This is an optimization exercise on Yosys and OpenROAD, whose aim is small area, not a production implementation.
Function was checked by simulation only, so behaviour that the tests miss may differ from the original.
Power and IR drop assume default switching activity.

**flow/config.mk**
```make
export PLATFORM = sky130hd
export DESIGN_NAME = regfile
export DESIGN_NICKNAME = regfile
export VERILOG_FILES = /design/flow/design.v
export SDC_FILE = /design/flow/constraint.sdc
export NUM_CORES = 4
export LEC_CHECK = 0
export ABC_AREA = 0
export ABC_CLOCK_PERIOD_IN_PS = 7000
export CAP_MARGIN = 10
export CORE_MARGIN = 2
export CORE_UTILIZATION = 40
export SLEW_MARGIN = 10
export SYNTH_HIERARCHICAL = 1
export SYNTH_MINIMUM_KEEP_SIZE = 0
```
**flow/constraint.sdc**
```tcl
create_clock -name core_clock -period 7.0 [get_ports {clk}]
set_input_delay 1.4000 -clock core_clock [delete_from_list [all_inputs] [get_ports {clk}]]
set_output_delay 1.4000 -clock core_clock [all_outputs]
set_load 0.01 [all_outputs]
```
**flow/design.v**
```verilog
module regfile_wcell (
    input  logic q,
    input  logic en,
    input  logic en_n,
    input  logic wd,
    output logic d
);
    assign d = (q | en) & (wd | en_n);
endmodule
module regfile_rsel3 (
    input  logic a,
    input  logic sa,
    input  logic b,
    input  logic sb,
    input  logic c,
    input  logic sc,
    output logic y
);
    assign y = ~((a & sa) | (b & sb) | (c & sc));
endmodule
module regfile_nand2 (
    input  logic a,
    input  logic b,
    output logic y
);
    assign y = ~(a & b);
endmodule
module regfile_nand3 (
    input  logic [2:0] a,
    output logic       y
);
    assign y = ~&a;
endmodule
module regfile_nand4 (
    input  logic [3:0] a,
    output logic       y
);
    assign y = ~&a;
endmodule
module regfile_or3 (
    input  logic [2:0] a,
    output logic       y
);
    assign y = |a;
endmodule
module regfile_rbit (
    input  logic [31:1] q,
    input  logic [31:1] s,
    output logic        rd
);
    logic [10:0] y;
    logic [2:0]  z;
    for (genvar k = 0; k < 10; k++) begin : g_sel
        regfile_rsel3 u_s (
            .a(q[3*k+1]), .sa(s[3*k+1]),
            .b(q[3*k+2]), .sb(s[3*k+2]),
            .c(q[3*k+3]), .sc(s[3*k+3]),
            .y(y[k])
        );
    end
    regfile_nand2 u_s31 (.a(q[31]), .b(s[31]), .y(y[10]));
    regfile_nand4 u_n0 (.a(y[3:0]), .y(z[0]));
    regfile_nand4 u_n1 (.a(y[7:4]), .y(z[1]));
    regfile_nand3 u_n2 (.a(y[10:8]), .y(z[2]));
    regfile_or3   u_o  (.a(z), .y(rd));
endmodule
module regfile_inv (
    input  logic a,
    output logic y
);
    assign y = ~a;
endmodule
module regfile_nor2 (
    input  logic a,
    input  logic b,
    output logic y
);
    assign y = ~(a | b);
endmodule
module regfile_and3 (
    input  logic [2:0] a,
    output logic       y
);
    assign y = &a;
endmodule
module regfile_rdec (
    input  logic [4:0]  a,
    output logic [31:1] s_a,
    output logic [31:1] s_b
);
    logic [4:0]  an;
    logic [3:0]  hi;     
    logic [7:0]  lo;     
    logic [31:1] s_n;
    for (genvar b = 0; b < 5; b++) begin : g_inv
        regfile_inv u_i (.a(a[b]), .y(an[b]));
    end
    for (genvar j = 0; j < 4; j++) begin : g_hi
        regfile_nor2 u_h (.a(j[1] ? an[4] : a[4]), .b(j[0] ? an[3] : a[3]), .y(hi[j]));
    end
    for (genvar k = 0; k < 8; k++) begin : g_lo
        regfile_and3 u_l (.a({k[2] ? a[2] : an[2], k[1] ? a[1] : an[1], k[0] ? a[0] : an[0]}), .y(lo[k]));
    end
    for (genvar i = 1; i < 32; i++) begin : g_s
        regfile_nand2 u_n (.a(hi[i / 8]), .b(lo[i % 8]), .y(s_n[i]));
        regfile_inv   u_sa (.a(s_n[i]), .y(s_a[i]));
        regfile_inv   u_sb (.a(s_n[i]), .y(s_b[i]));
    end
endmodule
module regfile_wdec (
    input  logic [4:0]  a,
    input  logic        we,
    input  logic        reset,
    output logic [31:1] en_a,
    output logic [31:1] en_n_a,
    output logic [31:1] en_b,
    output logic [31:1] en_n_b
);
    logic [4:0]  an;
    logic [3:0]  hi;     
    logic [7:0]  lo;     
    logic [31:1] x;      
    logic [31:1] e;      
    for (genvar b = 0; b < 5; b++) begin : g_inv
        regfile_inv u_i (.a(a[b]), .y(an[b]));
    end
    for (genvar j = 0; j < 4; j++) begin : g_hi
        regfile_and3 u_h (.a({we, j[1] ? a[4] : an[4], j[0] ? a[3] : an[3]}), .y(hi[j]));
    end
    for (genvar k = 0; k < 8; k++) begin : g_lo
        regfile_and3 u_l (.a({k[2] ? a[2] : an[2], k[1] ? a[1] : an[1], k[0] ? a[0] : an[0]}), .y(lo[k]));
    end
    for (genvar i = 1; i < 32; i++) begin : g_e
        regfile_nand2 u_x (.a(hi[i / 8]), .b(lo[i % 8]), .y(x[i]));
        regfile_nand2 u_e (.a(reset), .b(x[i]), .y(e[i]));
        regfile_inv   u_na (.a(e[i]), .y(en_n_a[i]));
        regfile_inv   u_pa (.a(en_n_a[i]), .y(en_a[i]));
        regfile_inv   u_nb (.a(e[i]), .y(en_n_b[i]));
        regfile_inv   u_pb (.a(en_n_b[i]), .y(en_b[i]));
    end
endmodule
module regfile #(
    parameter int XLEN      = 32,
    parameter int NREGS     = 32,
    parameter bit WR_BYPASS = 1'b0
) (
    input  logic                     clk,
    input  logic                     reset,
    input  logic                     write_en,
    input  logic [$clog2(NREGS)-1:0] A1,
    input  logic [$clog2(NREGS)-1:0] A2,
    input  logic [$clog2(NREGS)-1:0] A3,
    input  logic [XLEN-1:0]          WD3,
    output logic [XLEN-1:0]          RD1,
    output logic [XLEN-1:0]          RD2
);
    logic [31:1][XLEN-1:0] regs;
    logic [31:1][XLEN-1:0] d;
    logic [31:1]           en_a, en_n_a, en_b, en_n_b;
    logic [XLEN-1:0]       wdm_a, wdm_b;    
    logic [31:1]           s1_a, s1_b, s2_a, s2_b;
    for (genvar b = 0; b < XLEN; b++) begin : g_wdm
        logic wdm_n;
        regfile_nand2 u_m (.a(WD3[b]), .b(reset), .y(wdm_n));
        regfile_inv   u_ia (.a(wdm_n), .y(wdm_a[b]));
        regfile_inv   u_ib (.a(wdm_n), .y(wdm_b[b]));
    end
    regfile_wdec u_wdec (.a(A3), .we(write_en), .reset(reset),
                         .en_a(en_a), .en_n_a(en_n_a), .en_b(en_b), .en_n_b(en_n_b));
    regfile_rdec u_rdec1 (.a(A1), .s_a(s1_a), .s_b(s1_b));
    regfile_rdec u_rdec2 (.a(A2), .s_a(s2_a), .s_b(s2_b));
    for (genvar i = 1; i < 32; i++) begin : g_reg
        logic [XLEN-1:0] q_r, d_r, wd_r, en_r, en_n_r;
        assign q_r    = regs[i];
        assign d[i]   = d_r;
        assign wd_r   = (i < 16) ? wdm_a : wdm_b;
        assign en_r   = {{(XLEN - XLEN / 2){en_b[i]}}, {(XLEN / 2){en_a[i]}}};
        assign en_n_r = {{(XLEN - XLEN / 2){en_n_b[i]}}, {(XLEN / 2){en_n_a[i]}}};
        for (genvar b = 0; b < XLEN; b++) begin : g_bit
            regfile_wcell u_w (.q(q_r[b]), .en(en_r[b]), .en_n(en_n_r[b]), .wd(wd_r[b]), .d(d_r[b]));
        end
    end
    always_ff @(posedge clk) begin
        regs <= d;
    end
    for (genvar b = 0; b < XLEN; b++) begin : g_rd
        logic [31:1] col;
        for (genvar i = 1; i < 32; i++) begin : g_col
            assign col[i] = regs[i][b];
        end
        logic [31:1] sel1, sel2;
        assign sel1 = (b < XLEN / 2) ? s1_a : s1_b;
        assign sel2 = (b < XLEN / 2) ? s2_a : s2_b;
        regfile_rbit u_r1 (.q(col), .s(sel1), .rd(RD1[b]));
        regfile_rbit u_r2 (.q(col), .s(sel2), .rd(RD2[b]));
    end
endmodule
```
**flow/flow/run.sh**
```bash
#!/bin/bash
# The standard layout with two changes: the smallest buffer (buf_1) as the port
# buffer, and clock tree synthesis with clkbuf_8 leaf clusters of at most 16 sinks
# within 60 um and no dummy balancing loads.
set -euo pipefail
bash standard.sh 'BUFFER_PORTS_ARGS=-buffer_cell sky130_fd_sc_hd__buf_1' \
  'CTS_ARGS=-sink_clustering_enable -repair_clock_nets -dont_use_dummy_load -buf_list sky130_fd_sc_hd__clkbuf_8 -sink_clustering_size 16 -sink_clustering_max_diameter 60' \
  finish > standard_flow.log 2>&1
```
**flow/standard.sh**
```bash
#!/bin/bash
# synth_recipe.tcl (not shown) runs the flow's synth.tcl, then flattens the netlist and writes it again
# the make line also repeats each setting of config.mk as NAME=value (left out here)
make -C /OpenROAD-flow-scripts/flow DESIGN_CONFIG=/design/flow/config.mk WORK_HOME=/design/flow/orfs CLKGATE_MAP_FILE= SYNTH_SCRIPT=/design/flow/synth_recipe.tcl "${@:-finish}"
```
==> key figures, run 1 <==
Finish
  • Registers with the most flip-flops: regs x992
  • Number of flip-flops under the largest register name: 992
  • Number of nets in the layout: 3,718
  • Fill cell count: 9,545
  • Register Area: 19,900 um2
  • Syn-to-layout area delta: 8.28%
  • Fraction of layout instances using a drive strength above 1: 0.0248
  • Area occupied by multi-input gates: 17,600 um2
  • Top reg by flops: regs
  • Highest-count cells in the layout ignoring fill and taps: 992 x sky130_fd_sc_hd__o22a_1, 992 x sky130_fd_sc_hd__dfxtp_1, 640 x sky130_fd_sc_hd__a222oi_1

Logic synthesis
  • Total standard cell area after synthesis: 38,700 um2
  • Mean instance size in the synthesized netlist: 11.2 um2
  • Synthesized netlist cell count: 3,463
  • Sequential cell area fraction in the yosys report: 0.513
  • Number of synthesis warnings: 7
  • Number of flip-flops and latches in the synthesized netlist: 992
  • Net count after synthesis: 3,513
  • Post-synthesis cell type count: 10

Timing
  • Total negative slack for setup checks: 0 ns
  • Maximum frequency from static timing analysis: 0.174 GHz
  • Final hold slack: 0.502 ns
  • Number of hold-slack violations in the final timing report: 0
  • Transition at the pin with the smallest max-transition slack: 0.940 ns
  • Final worst slack: 1.27 ns
  • Time the final worst path needs with I/O delays and setup: 5.73 ns
  • Layout Skew: 0 ns
  • Portion of the clock cycle consumed by the worst path in the final layout: 0.819
  • Total count of max-transition violations in the final report: 0
  • RSZ-0062 raised after global routing: no
  • Worst slew margin relative to its limit: 0.373
  • Total setup violations reported at the end of the flow: 0

Floorplan
  • Floorplan die height: 315 um
  • IO Count: 114
  • Area of the core: 96,300 um2
  • Effective utilization at floorplan: 0.402
  • Row Count: 114
  • Floorplan die area: 99,300 um2
  • Die width: 315 um

CTS
  • Total CTS buffers: 79
  • Worst-skew pair later-pin latency: 0.75 ns
  • Clock tree from TritonCTS: yes
  • Register clock-pin slew on the reported worst setup and hold paths: 0.07 ns
  • Buffers inserted by post-CTS timing repair: 0
  • H-tree levels: 3
  • CTS Root Cell: sky130_fd_sc_hd__clkbuf_8
  • Clock Path Buffers: 3
  • CTS-repair resized insts: 0
  • CTS sink cnt: 992
  • Cts hold-fix bufs: 0

Drt
  • Post-detailed-route wirelength per cell: 32.1 um
  • Count of TritonRoute iterations in the first routing pass: 15
  • Via count of the routed design: 36,800
  • DR vias/cell: 7.44
  • DR iter-0 viols: 8,136
  • Residual DRC count: 0
  • Post-Route WL: 159 mm
  • Antenna Violating Nets Remaining: 0

Critical path
  • Worst path max stage delay: 0.69 ns
  • Worst setup EP type: primary output
  • Critical path cell sequence: buf_1, inv_1, nor2_1, nand2_1, inv_1, a222oi_1, nand3_1, or3_1, buf_1
  • Kind of start point of the critical path: primary input
  • Type of the worst setup path: primary input to primary output
  • Standard cell with the maximum stage delay on the critical path: sky130_fd_sc_hd__inv_1
  • Arrival time of data at the critical path endpoint: 4.33 ns
  • Worst Path Required: 5.60 ns
  • Maximum fanout along the worst path: 16
  • Cell count of the worst reg-to-reg path: 1

Placement
  • Number of port buffers: 113
  • Weighted congestion at the end of routability-driven global placement: 0.993
  • Post-DP HPWL: 107 mm
  • Placement-stage worst setup slack: 1.52 ns

Power and ir drop
  • Total power divided by cell area: 265 nW/um2
  • Clock power frac: 0.258
  • Portion of total power attributed to combinational logic: 0.139
  • Internal Power: 7.84 mW
  • Sequential cell fraction of total power: 0.604
  • Sw Pwr: 3.26 mW
  • Switching part of the total power: 0.294
  • Worst IR Drop VDD: 0.000175 V
  • Pleak: 17.7 nW

Job
  • Number of max-capacitance violations reported: 0

Global route
  • Vias in the first global route: 33,300
  • Wire length of the first global-routing pass: 230 mm
  • Leftover overflow at the end of global routing: 0
  • GRT Total Usage: 0.306
  • Initial antenna violation count: 12
  • Largest net degree at the start of global routing: 48

Min path
  • Hold crit path type: flip-flop to flip-flop
  • Worst hold path cell count: 1

Run status
  • Run status: finished clean
-- synthesized netlist by cell type --
library cell | instances | area share
sky130_fd_sc_hd__dfxtp_1 | 992 | 0.51
sky130_fd_sc_hd__o22a_1 | 992 | 0.22
sky130_fd_sc_hd__a222oi_1 | 640 | 0.17
sky130_fd_sc_hd__inv_1 | 327 | 0.032
sky130_fd_sc_hd__nand2_1 | 220 | 0.021
sky130_fd_sc_hd__nand4_1 | 128 | 0.021
sky130_fd_sc_hd__nand3_1 | 64 | 0.0083
sky130_fd_sc_hd__or3_1 | 64 | 0.010
sky130_fd_sc_hd__and3_1 | 28 | 0.0045
sky130_fd_sc_hd__nor2_1 | 8 | 0.00078
-- modules after synthesis (local to each module, per instance), excerpt --
module         times used  cells inside
regfile_inv           327             1
regfile_nor2            8             1
regfile_nand4         128             1
regfile                 1           992
regfile_and3           28             1
regfile_nand3          64             1
regfile_rsel3         640             1
regfile_or3            64             1
regfile_nand2         220             1
regfile_wcell         992             1
-- through the flow --
stage / area, um2 / util / cells / power, mW
finish: 41900 / 0.436 / 4948 / 11.1
global route: 41900 / 0.435 / 4943 / 11.5
CTS: 41900 / 0.435 / 4942 / 11.1
detailed placement: 40800 / 0.424 / 4863 / 8.31
global placement: 40800 / 0.424 / 4863 / 8.27
floorplan: 38700 / - / 3463 / 7.64
-- critical path: cells and delay by family --
kind	cells	cell delay, ns
AO/OA/AOI/OAI	1	0.15
buffers and inverters	4	1.33
AND/OR/NAND/NOR	4	1.43
-- per-layer routing --
layer	vias up	routed length (um)	track usage
li1	15500	-	-
met1	18400	63000	0.417
met2	2484	68300	0.457
met3	405	17700	0.0620
met4	10	9780	0.159
met5	-	46	0
-- power by group through the flow --
| stage | clock, mW | combinational, mW | sequential (mW) |
|---|---|---|---|
| after floorplan | 0 | 0.953 | 6.69 |
| after global placement | 0 | 1.48 | 6.79 |
| after detailed placement | 0 | 1.50 | 6.81 |
| after CTS | 2.92 | 1.50 | 6.68 |
| after global routing | 3.13 | 1.62 | 6.77 |
| final | 2.86 | 1.54 | 6.70 |
-- cells by family after synthesis --
logic type	count (synthesis)	synth area share
and+or+nand+nor	512	0.0659
DFF	992	0.513
buffers and inverters	327	0.0317
AOI/OAI and AO/OA	1632	0.390
-- cell type report --
class	instances	area share
antenna	6	0.000358
clock buffer	79	0.0259
inverter	327	0.0293
multi-input combinational	2144	0.421
sequential	992	0.474
tap	1276	0.0381
timing repair buffer	124	0.0121
-- final timing paths --
kind | endpoint | start | slack [ns]
max | RD1[14] | A1[3] | 1.27
min | regs[56] | regs[56] | 0.50
max reg2reg | regs[380] | regs[380] | 6.33
min reg2reg | regs[56] | regs[56] | 0.50
==> run 2, diff against run 1 <==
--- a/flow/config.mk
+++ b/flow/config.mk
@@ -9,7 +9,7 @@
 export ABC_CLOCK_PERIOD_IN_PS = 7000
 export CAP_MARGIN = 10
 export CORE_MARGIN = 2
-export CORE_UTILIZATION = 40
+export CORE_UTILIZATION = 50
 export SLEW_MARGIN = 10
 export SYNTH_HIERARCHICAL = 1
 export SYNTH_MINIMUM_KEEP_SIZE = 0
==> run 2 against run 1 <==
Against the previous run: maximum frequency is 3.8% lower; cell area down 0.73%; cell count is 4.7% lower; worst hold slack better by 0.0025 ns; critical endpoint is now RD2[1]; synthesized area stayed put.
==> key figures, run 2 <==
Run status
  • Run status: finished clean

Timing
  • Final worst slack: 1.04 ns (-0.229 ns)
  • Total setup violations reported at the end of the flow: 0 (unchanged)
  • Transition at the pin with the smallest max-transition slack: 1.15 ns (+0.209 ns)
  • Final hold slack: 0.504 ns (+0.00249 ns)
  • Total negative slack for setup checks: 0 ns (unchanged)
  • Time the final worst path needs with I/O delays and setup: 5.96 ns (+0.229 ns)
  • Worst slew margin relative to its limit: 0.234 (-0.138)
  • Number of hold-slack violations in the final timing report: 0 (unchanged)
  • Portion of the clock cycle consumed by the worst path in the final layout: 0.852 (+0.0327)
  • Total count of max-transition violations in the final report: 0 (unchanged)
  • Layout Skew: 0 ns (unchanged)
  • RSZ-0062 raised after global routing: no
  • Maximum frequency from static timing analysis: 0.168 GHz (-3.8%)

CTS
  • Clock Path Buffers: 3 (unchanged)
  • H-tree levels: 3 (unchanged)
  • CTS sink cnt: 992 (unchanged)
  • Worst-skew pair later-pin latency: 0.69 ns (-0.06 ns)
  • CTS-repair resized insts: 0 (unchanged)
  • Register clock-pin slew on the reported worst setup and hold paths: 0.05 ns (-0.02 ns)
  • Total CTS buffers: 80 (+1.3%)
  • Buffers inserted by post-CTS timing repair: 0 (unchanged)
  • CTS Root Cell: sky130_fd_sc_hd__clkbuf_8
  • Cts hold-fix bufs: 0 (unchanged)
  • Clock tree from TritonCTS: yes

Placement
  • Post-DP HPWL: 114 mm (+6.3%)
  • Placement-stage worst setup slack: 1.45 ns (-0.0692 ns)
  • Weighted congestion at the end of routability-driven global placement: 1.14 (+15%)
  • Number of placed cells counting well taps: 4,622 (-5.0%)
  • Number of port buffers: 113 (unchanged)

Critical path
  • Worst setup EP type: primary output
  • Type of the worst setup path: primary input to primary output
  • Largest delay contributor family on the critical path: simple AND/OR/NAND/NOR gates
  • Maximum fanout along the worst path: 16 (unchanged)
  • Arrival time of data at the critical path endpoint: 4.56 ns (+0.23 ns)
  • R2r endpoint: regs[188]
  • Reg2Reg Setup Slack: 6.31 ns (-0.02 ns)
  • Crit path buffers/inverters: 4 (unchanged)
  • Kind of start point of the critical path: primary input
  • Path length in cells of the critical path: 9 (unchanged)
  • Critical path cell sequence: buf_1, inv_1, and3_1, nand2_1, inv_1, a222oi_1, nand4_1, or3_1, buf_1
  • Standard cell with the maximum stage delay on the critical path: sky130_fd_sc_hd__a222oi_1
  • Worst path max stage delay: 0.61 ns (-0.08 ns)
  • Start point of the critical path: A2[0]
  • Reg2Reg Launch Point: regs[188]
  • Cell count of the worst reg-to-reg path: 1 (unchanged)
  • Worst Path Required: 5.60 ns (about the same)
  • Worst setup endpoint: RD2[1]

Drt
  • Post-detailed-route wirelength per cell: 35.9 um (+12%)
  • Via count of the routed design: 38,300 (+4.1%)
  • DR vias/cell: 8.13 (+9.3%)
  • DR iter-0 viols: 9,208 (+13%)
  • Antenna Violating Nets Remaining: 0 (unchanged)
  • Post-Route WL: 169 mm (+6.6%)
  • Residual DRC count: 0 (unchanged)
  • Count of TritonRoute iterations in the first routing pass: 15 (unchanged)

Logic synthesis
  • Cell accounting for the most synthesized area: sky130_fd_sc_hd__dfxtp_1
  • Post-synthesis cell type count: 10 (unchanged)
  • Post-synthesis async set-or-reset flop share: 0 (unchanged)
  • Most used flip-flop cell after synthesis: sky130_fd_sc_hd__dfxtp_1
  • Synthesized netlist cell count: 3,463 (unchanged)
  • Mean instance size in the synthesized netlist: 11.2 um2 (unchanged)
  • Number of synthesis warnings: 7 (unchanged)
  • Total standard cell area after synthesis: 38,700 um2 (unchanged)
  • Sequential cell area fraction in the yosys report: 0.513 (unchanged)
  • Cells taking the most area after synthesis: sky130_fd_sc_hd__dfxtp_1 51%, sky130_fd_sc_hd__o22a_1 22%, sky130_fd_sc_hd__a222oi_1 17%
  • Net count after synthesis: 3,513 (unchanged)
  • Most frequent cells after synthesis: 992 x sky130_fd_sc_hd__dfxtp_1, 992 x sky130_fd_sc_hd__o22a_1, 640 x sky130_fd_sc_hd__a222oi_1, 327 x sky130_fd_sc_hd__inv_1, 220 x sky130_fd_sc_hd__nand2_1
  • Area share of the leading cell type in the synthesized netlist: 0.513 (unchanged)
  • Number of flip-flops and latches in the synthesized netlist: 992 (unchanged)
  • EDFF count, synth: 0 (unchanged)

Floorplan
  • Floorplan die height: 282 um (-10%)
  • Effective utilization at floorplan: 0.502 (+0.100)
  • Area of the core: 77,100 um2 (-20%)
  • Die width: 282 um (-10%)
  • Row Count: 102 (-11%)
  • IO Count: 114 (unchanged)
  • Floorplan die area: 79,700 um2 (-20%)

Global route
  • Leftover overflow at the end of global routing: 0 (unchanged)
  • GRT Total Usage: 0.408 (+0.102)
  • Largest net degree at the start of global routing: 49 (+2.1%)
  • Initial antenna violation count: 17 (+5)
  • Wire length of the first global-routing pass: 242 mm (+5.2%)
  • Vias in the first global route: 35,000 (+4.9%)

Finish
  • Fraction of layout instances using a drive strength above 1: 0.0238 (-0.00107)
  • Number of flip-flops under the largest register name: 992 (unchanged)
  • Post-layout util: 0.540 (+0.105)
  • Number of nets in the layout: 3,714 (-0.11%)
  • Highest-count cells in the layout ignoring fill and taps: 992 x sky130_fd_sc_hd__o22a_1, 992 x sky130_fd_sc_hd__dfxtp_1, 640 x sky130_fd_sc_hd__a222oi_1
  • Syn-to-layout area delta: 7.49%
  • Non-Filler Instances: 4,713 (-4.7%)
  • Top reg by flops: regs
  • Registers with the most flip-flops: regs x992

Power and ir drop
  • Pleak: 17.7 nW (about the same)
  • Worst IR Drop VDD: 0.000175 V (-0.35%)
  • Total power divided by cell area: 268 nW/um2 (+1.5%)

Min path
  • Hold crit path type: flip-flop to flip-flop
  • Origin of the worst min-delay path: regs[429]

Job
  • Number of max-capacitance violations reported: 0 (unchanged)
run 2: cell count changes in the layout (fill, tap and decap cells not counted), sizes merged:
| cell | before | now |
|---|---|---|
| diode | 6 | 11 |
| clkbuf | 80 | 81 |
| buf | 123 | 118 |
run 2: how the worst min path moves through the flow:
stage                endpoint  cells after the start  slack (ns)
floorplan             regs[0]                      1        0.47
global placement    regs[502]                      1        0.47
detailed placement  regs[596]                      1        0.48
CTS                 regs[461]                      1        0.51
global route        regs[163]                      1        0.52
finish              regs[429]                      1        0.50
run 2: area by class of cell:
cell class,instances,area [um2]
Antenna cell,11,27.5
Clock buffer,80,1100
Fill cell,6924,35500
Inverter,327,1230
Multi-Input combinational cell,2144,17600
Sequential cell,992,19900
Tap cell,1040,1300
Timing Repair Buffer,119,470
run 2: cell families (layout without fill, tap and decap cells):
family                 count (synthesis)  in the layout  synth area share
AOI/OAI and AO/OA                   1632           1632             0.390
and+or+nand+nor                      512            512            0.0659
buffers and inverters                327            526            0.0317
other                                  0             11                 0
DFF                                  992            992             0.513
run 2: metrics by stage:
stage / total power, mW / area [um2]
after floorplan: 7.64 / 38700
after global placement: 8.25 / 40500
after detailed placement: 8.34 / 40500
after CTS: 11.1 / 41600
after global routing: 11.5 / 41600
final: 11.2 / 41600
run 2: power breakdown:
group	total (mW)	switching, mW	internal (mW)
logic	1.58	0.990	0.593
registers	6.72	0.486	6.23
clock network	2.88	1.85	1.02
run 2: routing by layer:
layer / wire length (um) / part of all wire / GRT usage
met1: 62300 / 0.37 / 0.533
met2: 72300 / 0.43 / 0.610
met3: 22300 / 0.13 / 0.101
met4: 12200 / 0.072 / 0.244
met5: 65 / 0.00038 / 0
run 2: Yosys stat by module (local to each module, per instance), a selection:
module,cell area (um2),flip-flops and latches,cells,times used
regfile_wcell,8.76,0,1,992
regfile_nand2,3.75,0,1,220
regfile_and3,6.26,0,1,28
regfile,19900,992,992,1
regfile_nand3,5.00,0,1,64
regfile_rsel3,10.0,0,1,640
==> run 3, diff against run 2 <==
--- a/flow/design.v
+++ b/flow/design.v
@@ -120,7 +120,6 @@
     logic [3:0]  hi;     
     logic [7:0]  lo;     
     logic [31:1] x;      
-    logic [31:1] e;      
     for (genvar b = 0; b < 5; b++) begin : g_inv
         regfile_inv u_i (.a(a[b]), .y(an[b]));
     end
@@ -132,11 +131,10 @@
     end
     for (genvar i = 1; i < 32; i++) begin : g_e
         regfile_nand2 u_x (.a(hi[i / 8]), .b(lo[i % 8]), .y(x[i]));
-        regfile_nand2 u_e (.a(reset), .b(x[i]), .y(e[i]));
-        regfile_inv   u_na (.a(e[i]), .y(en_n_a[i]));
-        regfile_inv   u_pa (.a(en_n_a[i]), .y(en_a[i]));
-        regfile_inv   u_nb (.a(e[i]), .y(en_n_b[i]));
-        regfile_inv   u_pb (.a(en_n_b[i]), .y(en_b[i]));
+        regfile_nand2 u_ea (.a(reset), .b(x[i]), .y(en_a[i]));
+        regfile_nand2 u_eb (.a(reset), .b(x[i]), .y(en_b[i]));
+        regfile_inv   u_na (.a(en_a[i]), .y(en_n_a[i]));
+        regfile_inv   u_nb (.a(en_b[i]), .y(en_n_b[i]));
     end
 endmodule
 module regfile #(
--- a/flow/config.mk
+++ b/flow/config.mk
@@ -9,7 +9,7 @@
 export ABC_CLOCK_PERIOD_IN_PS = 7000
 export CAP_MARGIN = 10
 export CORE_MARGIN = 2
-export CORE_UTILIZATION = 50
+export CORE_UTILIZATION = 40
 export SLEW_MARGIN = 10
 export SYNTH_HIERARCHICAL = 1
 export SYNTH_MINIMUM_KEEP_SIZE = 0
==> run 3 against run 2 <==
Against the previous run: still clean on timing, DRC and antenna; sequential share of layout area is 0.14 points lower; clock power is 2% lower; non-clock buffer count increased by 6; sequential cell count is the same; synthesized area shrank 0.30%; count of clock-buffer cells in the layout fell by 5; cell count rose by 4.0%; clock skew unchanged.
==> key figures, run 3 <==
Floorplan
  • Effective utilization at floorplan: 0.405 (-0.0972)
  • Row Count: 113 (+11%)
  • Floorplan die height: 315 um (+11%)
  • Area of the core: 95,300 um2 (+24%)
  • Floorplan die area: 99,000 um2 (+24%)
  • Die width: 315 um (+11%)
  • IO Count: 114 (unchanged)

Timing
  • RSZ-0062 raised after global routing: no
  • Final hold slack: 0.502 ns (-0.00246 ns)
  • Total setup violations reported at the end of the flow: 0 (unchanged)
  • Total negative slack for setup checks: 0 ns (unchanged)
  • Worst slew margin relative to its limit: 0.334 (+0.0996)
  • Transition at the pin with the smallest max-transition slack: 0.997 ns (-0.152 ns)
  • Number of hold-slack violations in the final timing report: 0 (unchanged)
  • Time the final worst path needs with I/O delays and setup: 5.79 ns (-0.177 ns)
  • Portion of the clock cycle consumed by the worst path in the final layout: 0.827 (-0.0253)
  • Total count of max-transition violations in the final report: 0 (unchanged)
  • Maximum frequency from static timing analysis: 0.173 GHz (+3.1%)
  • Layout Skew: 0 ns (unchanged)

Logic synthesis
  • EDFF count, synth: 0 (unchanged)
  • Net count after synthesis: 3,482 (-0.88%)
  • Synthesized netlist cell count: 3,432 (-0.90%)
  • Number of synthesis warnings: 7 (unchanged)
  • Cells taking the most area after synthesis: sky130_fd_sc_hd__dfxtp_1 51%, sky130_fd_sc_hd__o22a_1 22%, sky130_fd_sc_hd__a222oi_1 17%
  • Total standard cell area after synthesis: 38,600 um2 (-0.30%)
  • Most used flip-flop cell after synthesis: sky130_fd_sc_hd__dfxtp_1
  • Post-synthesis cell type count: 10 (unchanged)
  • Most frequent cells after synthesis: 992 x sky130_fd_sc_hd__dfxtp_1, 992 x sky130_fd_sc_hd__o22a_1, 640 x sky130_fd_sc_hd__a222oi_1, 265 x sky130_fd_sc_hd__inv_1, 251 x sky130_fd_sc_hd__nand2_1
  • Number of flip-flops and latches in the synthesized netlist: 992 (unchanged)
  • Cell accounting for the most synthesized area: sky130_fd_sc_hd__dfxtp_1
  • Sequential cell area fraction in the yosys report: 0.514 (+0.00154)
  • Area share of the leading cell type in the synthesized netlist: 0.514 (+0.00154)
  • Post-synthesis async set-or-reset flop share: 0 (unchanged)
  • Mean instance size in the synthesized netlist: 11.3 um2 (+0.60%)

Power and ir drop
  • Portion of total power attributed to combinational logic: 0.139 (-0.003)
  • Internal Power: 7.79 mW (-0.76%)
  • Pleak: 17.5 nW (-1.2%)
  • Sw Pwr: 3.25 mW (-2.3%)
  • Final Power: 11.0 mW (-1.2%)
  • Total power divided by cell area: 264 nW/um2 (-1.5%)
  • Switching part of the total power: 0.295 (-0.00328)
  • Clock power frac: 0.254 (-0.003)
  • Worst IR Drop VDD: 0.000167 V (-4.2%)
  • Sequential cell fraction of total power: 0.607 (+0.006)

CTS
  • Clock tree from TritonCTS: yes
  • H-tree levels: 3 (unchanged)
  • CTS Root Cell: sky130_fd_sc_hd__clkbuf_8
  • Worst-skew pair later-pin latency: 0.72 ns (+0.03 ns)
  • CTS sink cnt: 992 (unchanged)
  • Total CTS buffers: 75 (-6.3%)
  • Clock Path Buffers: 3 (unchanged)
  • Buffers inserted by post-CTS timing repair: 0 (unchanged)
  • CTS-repair resized insts: 0 (unchanged)
  • Register clock-pin slew on the reported worst setup and hold paths: 0.07 ns (+0.02 ns)
  • Cts hold-fix bufs: 0 (unchanged)

Placement
  • Post-DP HPWL: 107 mm (-5.7%)
  • Number of port buffers: 113 (unchanged)
  • Weighted congestion at the end of routability-driven global placement: 1.01 (-11%)
  • Number of placed cells counting well taps: 4,822 (+4.3%)

Min path
  • Worst hold path cell count: 1 (unchanged)
  • Origin of the worst min-delay path: regs[983]
  • Hold endpoint: regs[983]
  • Hold crit path type: flip-flop to flip-flop

Job
  • Number of max-capacitance violations reported: 0 (unchanged)

Critical path
  • Cell count of the worst reg-to-reg path: 1 (unchanged)
  • R2r endpoint: regs[51]
  • Kind of start point of the critical path: primary input
  • Reg2Reg Setup Slack: 6.32 ns (about the same)
  • Type of the worst setup path: primary input to primary output
  • Worst setup EP type: primary output
  • Reg2Reg Launch Point: regs[51]
  • Maximum fanout along the worst path: 16 (unchanged)
  • Arrival time of data at the critical path endpoint: 4.39 ns (-0.17 ns)
  • Worst Path Required: 5.60 ns (about the same)

Finish
  • Number of flip-flops under the largest register name: 992 (unchanged)
  • Non-Filler Instances: 4,900 (+4.0%)
  • Fill cell count: 9,284 (+34%)
  • Area occupied by multi-input gates: 17,800 um2 (+0.66%)
  • Number of nets in the layout: 3,684 (-0.81%)
  • Post-layout util: 0.438 (-0.102)
  • Registers with the most flip-flops: regs x992
  • Register Area: 19,900 um2 (unchanged)
  • Highest-count cells in the layout ignoring fill and taps: 992 x sky130_fd_sc_hd__o22a_1, 992 x sky130_fd_sc_hd__dfxtp_1, 640 x sky130_fd_sc_hd__a222oi_1
  • Top reg by flops: regs
  • Syn-to-layout area delta: 8.13%
  • Fraction of layout instances using a drive strength above 1: 0.0242 (+0.000472)

Drt
  • DR vias/cell: 7.57 (-6.9%)
  • Highest metal layer with signal wires: met5
  • Via count of the routed design: 37,100 (-3.2%)
  • Routed wire length on met2: 67.8 mm (-6.3%)
  • Antenna Violating Nets Remaining: 0 (unchanged)
  • Residual DRC count: 0 (unchanged)
  • Post-detailed-route wirelength per cell: 32.4 um (-9.9%)
  • Count of TritonRoute iterations in the first routing pass: 17 (+2)
  • DR iter-0 viols: 8,136 (-12%)
  • Sum of met3 wire segment lengths after detailed routing: 17.4 mm (-22%)
  • DRT met1 WL: 62.3 mm (about the same)
  • Post-Route WL: 159 mm (-6.3%)

Global route
  • Wire length of the first global-routing pass: 228 mm (-5.6%)
  • Largest net degree at the start of global routing: 62 (+27%)
  • Vias in the first global route: 33,500 (-4.1%)
  • GRT Total Usage: 0.303 (-0.105)
  • Leftover overflow at the end of global routing: 0 (unchanged)
  • Initial antenna violation count: 12 (-5)

Run status
  • Run status: finished clean
run 3: changes by cell type after synthesis:
cell and change:
sky130_fd_sc_hd__inv_1 -62, sky130_fd_sc_hd__nand2_1 +31
run 3: worst max path at each step:
stage,cells past startpoint,end,startpoint
5_1_grt,8,RD2[31],A2[3]
2_1_floorplan,7,RD1[0],A1[2]
3_5_place_dp,9,RD2[3],A2[0]
6_report,8,RD2[31],A2[3]
3_3_place_gp,8,RD2[3],A2[4]
4_1_cts,9,RD2[3],A2[0]
run 3: per-module statistics from Yosys, one instance, submodules excluded, excerpt:
module         cell area (um2)  flops+latches  cells inside  copies in the design
regfile_and3              6.26              0             1                    28
regfile_nand2             3.75              0             1                   251
regfile_nand3             5.00              0             1                    64
regfile_nand4             6.26              0             1                   128
regfile_nor2              3.75              0             1                     8
regfile_or3               6.26              0             1                    64
regfile_rsel3             10.0              0             1                   640
regfile_wcell             8.76              0             1                   992
run 3: metal layers:
layer	track usage	up-vias
met4	0.181	20
met5	0	-
met1	0.409	18600
met3	0.0579	459
li1	-	15500
met2	0.450	2515
run 3: cell type report:
type,instances,share of cell area
repair buffers,125,0.0124
clock buffers,75,0.0247
diodes,3,0.000180
multi-input cells,2175,0.425
well taps,1265,0.0379
flip-flops and latches,992,0.476
inverters,265,0.0238
run 3: cell families (layout without fill, tap and decap cells):
logic type / Yosys count / after routing / share of synthesized area
buffers and inverters: 265 / 465 / 0.0258
AO/OA/AOI/OAI: 1632 / 1632 / 0.391
flip-flops: 992 / 992 / 0.514
AND/OR/NAND/NOR: 543 / 543 / 0.0691
other: 0 / 3 / 0
run 3: critical path, cell delays in order:
cell                       delay, ns
sky130_fd_sc_hd__buf_1          0.38
sky130_fd_sc_hd__nor2_1         0.28
sky130_fd_sc_hd__nand2_1        0.16
sky130_fd_sc_hd__inv_1          0.31
sky130_fd_sc_hd__a222oi_1       0.61
sky130_fd_sc_hd__nand4_1        0.52
sky130_fd_sc_hd__or3_1          0.57
sky130_fd_sc_hd__buf_1          0.16
run 3: power groups by stage:
stage,clock [mW],combinational (mW),sequential [mW]
3_3_place_gp,0,1.47,6.80
5_1_grt,3.06,1.60,6.77
3_5_place_dp,0,1.49,6.82
4_1_cts,2.87,1.49,6.68
2_1_floorplan,0,0.948,6.69
6_report,2.81,1.53,6.70
run 3: metrics by stage:
stage | instance area [um2] | setup WS [ns]
after floorplan | 38600 | 2.88
final | 41800 | 1.21
after global placement | 40700 | 1.51
after global routing | 41800 | 1.17
after CTS | 41800 | 1.49
after detailed placement | 40700 | 1.50
==> run 4, diff against run 3 <==
--- a/flow/config.mk
+++ b/flow/config.mk
@@ -9,7 +9,7 @@
 export ABC_CLOCK_PERIOD_IN_PS = 7000
 export CAP_MARGIN = 10
 export CORE_MARGIN = 2
-export CORE_UTILIZATION = 40
+export CORE_UTILIZATION = 50
 export SLEW_MARGIN = 10
 export SYNTH_HIERARCHICAL = 1
 export SYNTH_MINIMUM_KEEP_SIZE = 0
==> run 4 against run 3 <==
Against the previous run: still clean on timing, DRC and antenna; cell count is 4.6% lower; critical path depth is 1 higher; sequential share of layout area is 0.24 points higher; sequential power hardly changed; via count is 1.5% higher; die area is 20% lower; critical path type unchanged; largest cell class unchanged; highest routed layer unchanged.
==> key figures, run 4 <==
Logic synthesis
  • Most used flip-flop cell after synthesis: sky130_fd_sc_hd__dfxtp_1
  • Sequential cell area fraction in the yosys report: 0.514 (unchanged)
  • Number of synthesis warnings: 7 (unchanged)
  • Total standard cell area after synthesis: 38,600 um2 (unchanged)
  • Most frequent cells after synthesis: 992 x sky130_fd_sc_hd__dfxtp_1, 992 x sky130_fd_sc_hd__o22a_1, 640 x sky130_fd_sc_hd__a222oi_1, 265 x sky130_fd_sc_hd__inv_1, 251 x sky130_fd_sc_hd__nand2_1
  • Mean instance size in the synthesized netlist: 11.3 um2 (unchanged)
  • Post-synthesis async set-or-reset flop share: 0 (unchanged)
  • EDFF count, synth: 0 (unchanged)
  • Synthesized netlist cell count: 3,432 (unchanged)
  • Number of flip-flops and latches in the synthesized netlist: 992 (unchanged)
  • Area share of the leading cell type in the synthesized netlist: 0.514 (unchanged)
  • Cell accounting for the most synthesized area: sky130_fd_sc_hd__dfxtp_1
  • Net count after synthesis: 3,482 (unchanged)
  • Cells taking the most area after synthesis: sky130_fd_sc_hd__dfxtp_1 51%, sky130_fd_sc_hd__o22a_1 22%, sky130_fd_sc_hd__a222oi_1 17%
  • Post-synthesis cell type count: 10 (unchanged)

Finish
  • Registers with the most flip-flops: regs x992
  • Syn-to-layout area delta: 7.59%
  • Number of flip-flops under the largest register name: 992 (unchanged)
  • Top reg by flops: regs
  • Fraction of layout instances using a drive strength above 1: 0.0253 (+0.00107)
  • Non-Filler Instances: 4,673 (-4.6%)
  • Post-layout util: 0.545 (+0.107)
  • Number of nets in the layout: 3,688 (+0.11%)
  • Highest-count cells in the layout ignoring fill and taps: 992 x sky130_fd_sc_hd__o22a_1, 992 x sky130_fd_sc_hd__dfxtp_1, 640 x sky130_fd_sc_hd__a222oi_1

CTS
  • Clock Path Buffers: 3 (unchanged)
  • Clock tree from TritonCTS: yes
  • Cts hold-fix bufs: 0 (unchanged)
  • Total CTS buffers: 82 (+9.3%)
  • CTS sink cnt: 992 (unchanged)
  • CTS-repair resized insts: 0 (unchanged)
  • CTS Root Cell: sky130_fd_sc_hd__clkbuf_8
  • Worst-skew pair later-pin latency: 0.65 ns (-0.07 ns)
  • Register clock-pin slew on the reported worst setup and hold paths: 0.06 ns (about the same)
  • Buffers inserted by post-CTS timing repair: 0 (unchanged)
  • H-tree levels: 3 (unchanged)

Drt
  • Count of TritonRoute iterations in the first routing pass: 13 (-4)
  • Residual DRC count: 0 (unchanged)
  • Sum of met3 wire segment lengths after detailed routing: 23.3 mm (+34%)
  • DR iter-0 viols: 8,717 (+7.1%)
  • Post-detailed-route wirelength per cell: 34.4 um (+6.4%)
  • DR vias/cell: 8.06 (+6.5%)
  • Via count of the routed design: 37,700 (+1.5%)
  • Antenna Violating Nets Remaining: 0 (unchanged)
  • DRT met1 WL: 64.2 mm (+3.1%)
  • Highest metal layer with signal wires: met5
  • Routed wire length on met2: 69.4 mm (+2.4%)
  • Post-Route WL: 161 mm (+1.5%)

Power and ir drop
  • Internal Power: 7.87 mW (+1.1%)
  • Total power divided by cell area: 269 nW/um2 (+1.6%)
  • Switching part of the total power: 0.295 (about the same)
  • Worst IR Drop VDD: 0.000194 V (+16%)
  • Clock power frac: 0.260 (+0.006)
  • Portion of total power attributed to combinational logic: 0.140 (about the same)
  • Final Power: 11.2 mW (+1.1%)
  • Sw Pwr: 3.29 mW (+1.1%)
  • Sequential cell fraction of total power: 0.601 (-0.006)
  • Pleak: 17.6 nW (+0.21%)

Timing
  • Worst slew margin relative to its limit: 0.0903 (-0.244)
  • Layout Skew: 0 ns (unchanged)
  • Portion of the clock cycle consumed by the worst path in the final layout: 0.862 (+0.0357)
  • RSZ-0062 raised after global routing: no
  • Maximum frequency from static timing analysis: 0.166 GHz (-4.1%)
  • Total negative slack for setup checks: 0 ns (unchanged)
  • Time the final worst path needs with I/O delays and setup: 6.04 ns (+0.250 ns)
  • Transition at the pin with the smallest max-transition slack: 1.36 ns (+0.363 ns)
  • Number of hold-slack violations in the final timing report: 0 (unchanged)
  • Total setup violations reported at the end of the flow: 0 (unchanged)
  • Final hold slack: 0.501 ns (-0.000660 ns)
  • Total count of max-transition violations in the final report: 0 (unchanged)

Placement
  • Number of placed cells counting well taps: 4,584 (-4.9%)
  • Weighted congestion at the end of routability-driven global placement: 0.976 (-3.6%)
  • Number of port buffers: 113 (unchanged)
  • Post-DP HPWL: 109 mm (+2.0%)

Global route
  • GRT Total Usage: 0.387 (+0.0835)
  • Leftover overflow at the end of global routing: 0 (unchanged)
  • Initial antenna violation count: 11 (-1)
  • Largest net degree at the start of global routing: 61 (-1.6%)
  • Vias in the first global route: 35,100 (+4.7%)
  • Wire length of the first global-routing pass: 232 mm (+1.8%)

Critical path
  • Maximum fanout along the worst path: 16 (unchanged)
  • Reg2Reg Setup Slack: 6.32 ns (about the same)
  • Type of the worst setup path: primary input to primary output
  • Worst Path Required: 5.60 ns (about the same)
  • Kind of start point of the critical path: primary input
  • Arrival time of data at the critical path endpoint: 4.64 ns (+0.25 ns)
  • Worst setup EP type: primary output

Job
  • Number of max-capacitance violations reported: 0 (unchanged)

Floorplan
  • Area of the core: 76,200 um2 (-20%)
  • Floorplan die height: 282 um (-10%)
  • Die width: 282 um (-10%)
  • Row Count: 101 (-11%)
  • Effective utilization at floorplan: 0.507 (+0.102)
  • IO Count: 114 (unchanged)
  • Floorplan die area: 79,500 um2 (-20%)

Min path
  • Hold crit path type: flip-flop to flip-flop

Run status
  • Run status: finished clean
## run 4: cell counts after synthesis
No cell type changed its count.
## run 4: final cells by class
cell class              instances  area [um2]
diodes                          7        17.5
flip-flops and latches        992       19900
clock buffers                  82        1130
well taps                    1030        1290
inverters                     265         995
fillers                      6779       34700
repair buffers                122         495
multi-input cells            2175       17800
## run 4: path summary, 6_finish.rpt
kind,cells after the start,endpoint,startpoint
max,9,RD1[19],A1[3]
min,1,regs[345],regs[345]
max reg2reg,1,regs[873],regs[873]
min reg2reg,1,regs[345],regs[345]
## run 4: layer usage
| layer | global-route usage | vias to the layer above |
|---|---|---|
| met5 | 0 | - |
| met2 | 0.585 | 2820 |
| met3 | 0.120 | 322 |
| li1 | - | 15500 |
| met4 | 0.0863 | 4 |
| met1 | 0.539 | 19000 |
## run 4: cell families after synthesis
kind of cell,Yosys count,synth area share
AO/OA/AOI/OAI,1632,0.391
buffers and inverters,265,0.0258
flip-flops,992,0.514
AND/OR/NAND/NOR,543,0.0691
## run 4: per-stage QoR
stage / worst slack (ns) / cell area, um2
3_3_place_gp: 1.37 / 40400
2_1_floorplan: 2.88 / 38600
6_report: 0.964 / 41500
3_5_place_dp: 1.39 / 40400
5_1_grt: 1.06 / 41500
4_1_cts: 1.38 / 41500
## run 4: critical path, cell delays in order
cell and delay (ns):
sky130_fd_sc_hd__buf_1 0.12, sky130_fd_sc_hd__inv_1 0.07, sky130_fd_sc_hd__nor2_1 1.02, sky130_fd_sc_hd__nand2_1 0.47, sky130_fd_sc_hd__inv_1 0.68, sky130_fd_sc_hd__a222oi_1 0.19
sky130_fd_sc_hd__nand3_1 0.27, sky130_fd_sc_hd__or3_1 0.22, sky130_fd_sc_hd__buf_1 0.19
## run 4: power by group through the flow
stage / combinational, mW / clock (mW) / sequential [mW]
after floorplan: 0.948 / 0 / 6.69
after global placement: 1.45 / 0 / 6.76
after detailed placement: 1.50 / 0 / 6.81
after CTS: 1.50 / 2.92 / 6.68
after global routing: 1.62 / 3.13 / 6.77
final: 1.56 / 2.90 / 6.71
## run 4: per-module statistics from Yosys, one instance, submodules excluded, excerpt
module | flops+latches | area (um2) | copies in the design
regfile | 992 | 19900 | 1
regfile_and3 | 0 | 6.26 | 28
regfile_inv | 0 | 3.75 | 265
regfile_nand2 | 0 | 3.75 | 251
regfile_nand3 | 0 | 5.00 | 64
regfile_nand4 | 0 | 6.26 | 128
regfile_nor2 | 0 | 3.75 | 8
regfile_or3 | 0 | 6.26 | 64
regfile_rsel3 | 0 | 10.0 | 640
regfile_wcell | 0 | 8.76 | 992

[separate check: timing with driven ports]
How much do the figures lean on ideal ports? The routed layouts below were timed once more, with nothing changed but the port constraints.
Step 1, drivers: a clkbuf_16 drives clk and a buf_2 each remaining input, both assumed.
Step 2, shift: input delay + t, output delay - t, t = (earliest + latest rising clock arrival at the registers) / 2. This alone moves slack from input paths to output paths.
Slacks: ideal / step 1 / step 2; pairs: ideal / step 1.
| run | t, ns | setup WS [ns] | hold slack, ns | worst register clock-pin slew, ns | worst data-port slew with drivers (ns) |
|---|---|---|---|---|---|
| run 1 | 0.786 | 1.266 / 1.241 / 1.241 | 0.502 / 0.502 / 0.502 | 0.11 / 0.11 | 0.18 |
| run 2 | 0.777 | 1.036 / 0.966 / 0.966 | 0.504 / 0.504 / 0.504 | 0.11 / 0.11 | 0.18 |
| run 3 | 0.788 | 1.213 / 1.127 / 1.127 | 0.502 / 0.502 / 0.502 | 0.11 / 0.11 | 0.19 |
| run 4 | 0.758 | 0.964 / 0.934 / 0.934 | 0.501 / 0.501 / 0.501 | 0.11 / 0.11 | 0.06 |
After both steps every run listed still meets setup and hold. The setup slack of run 3, which loses most, moves by -0.086 ns with the drivers and by -0.086 ns with both steps.
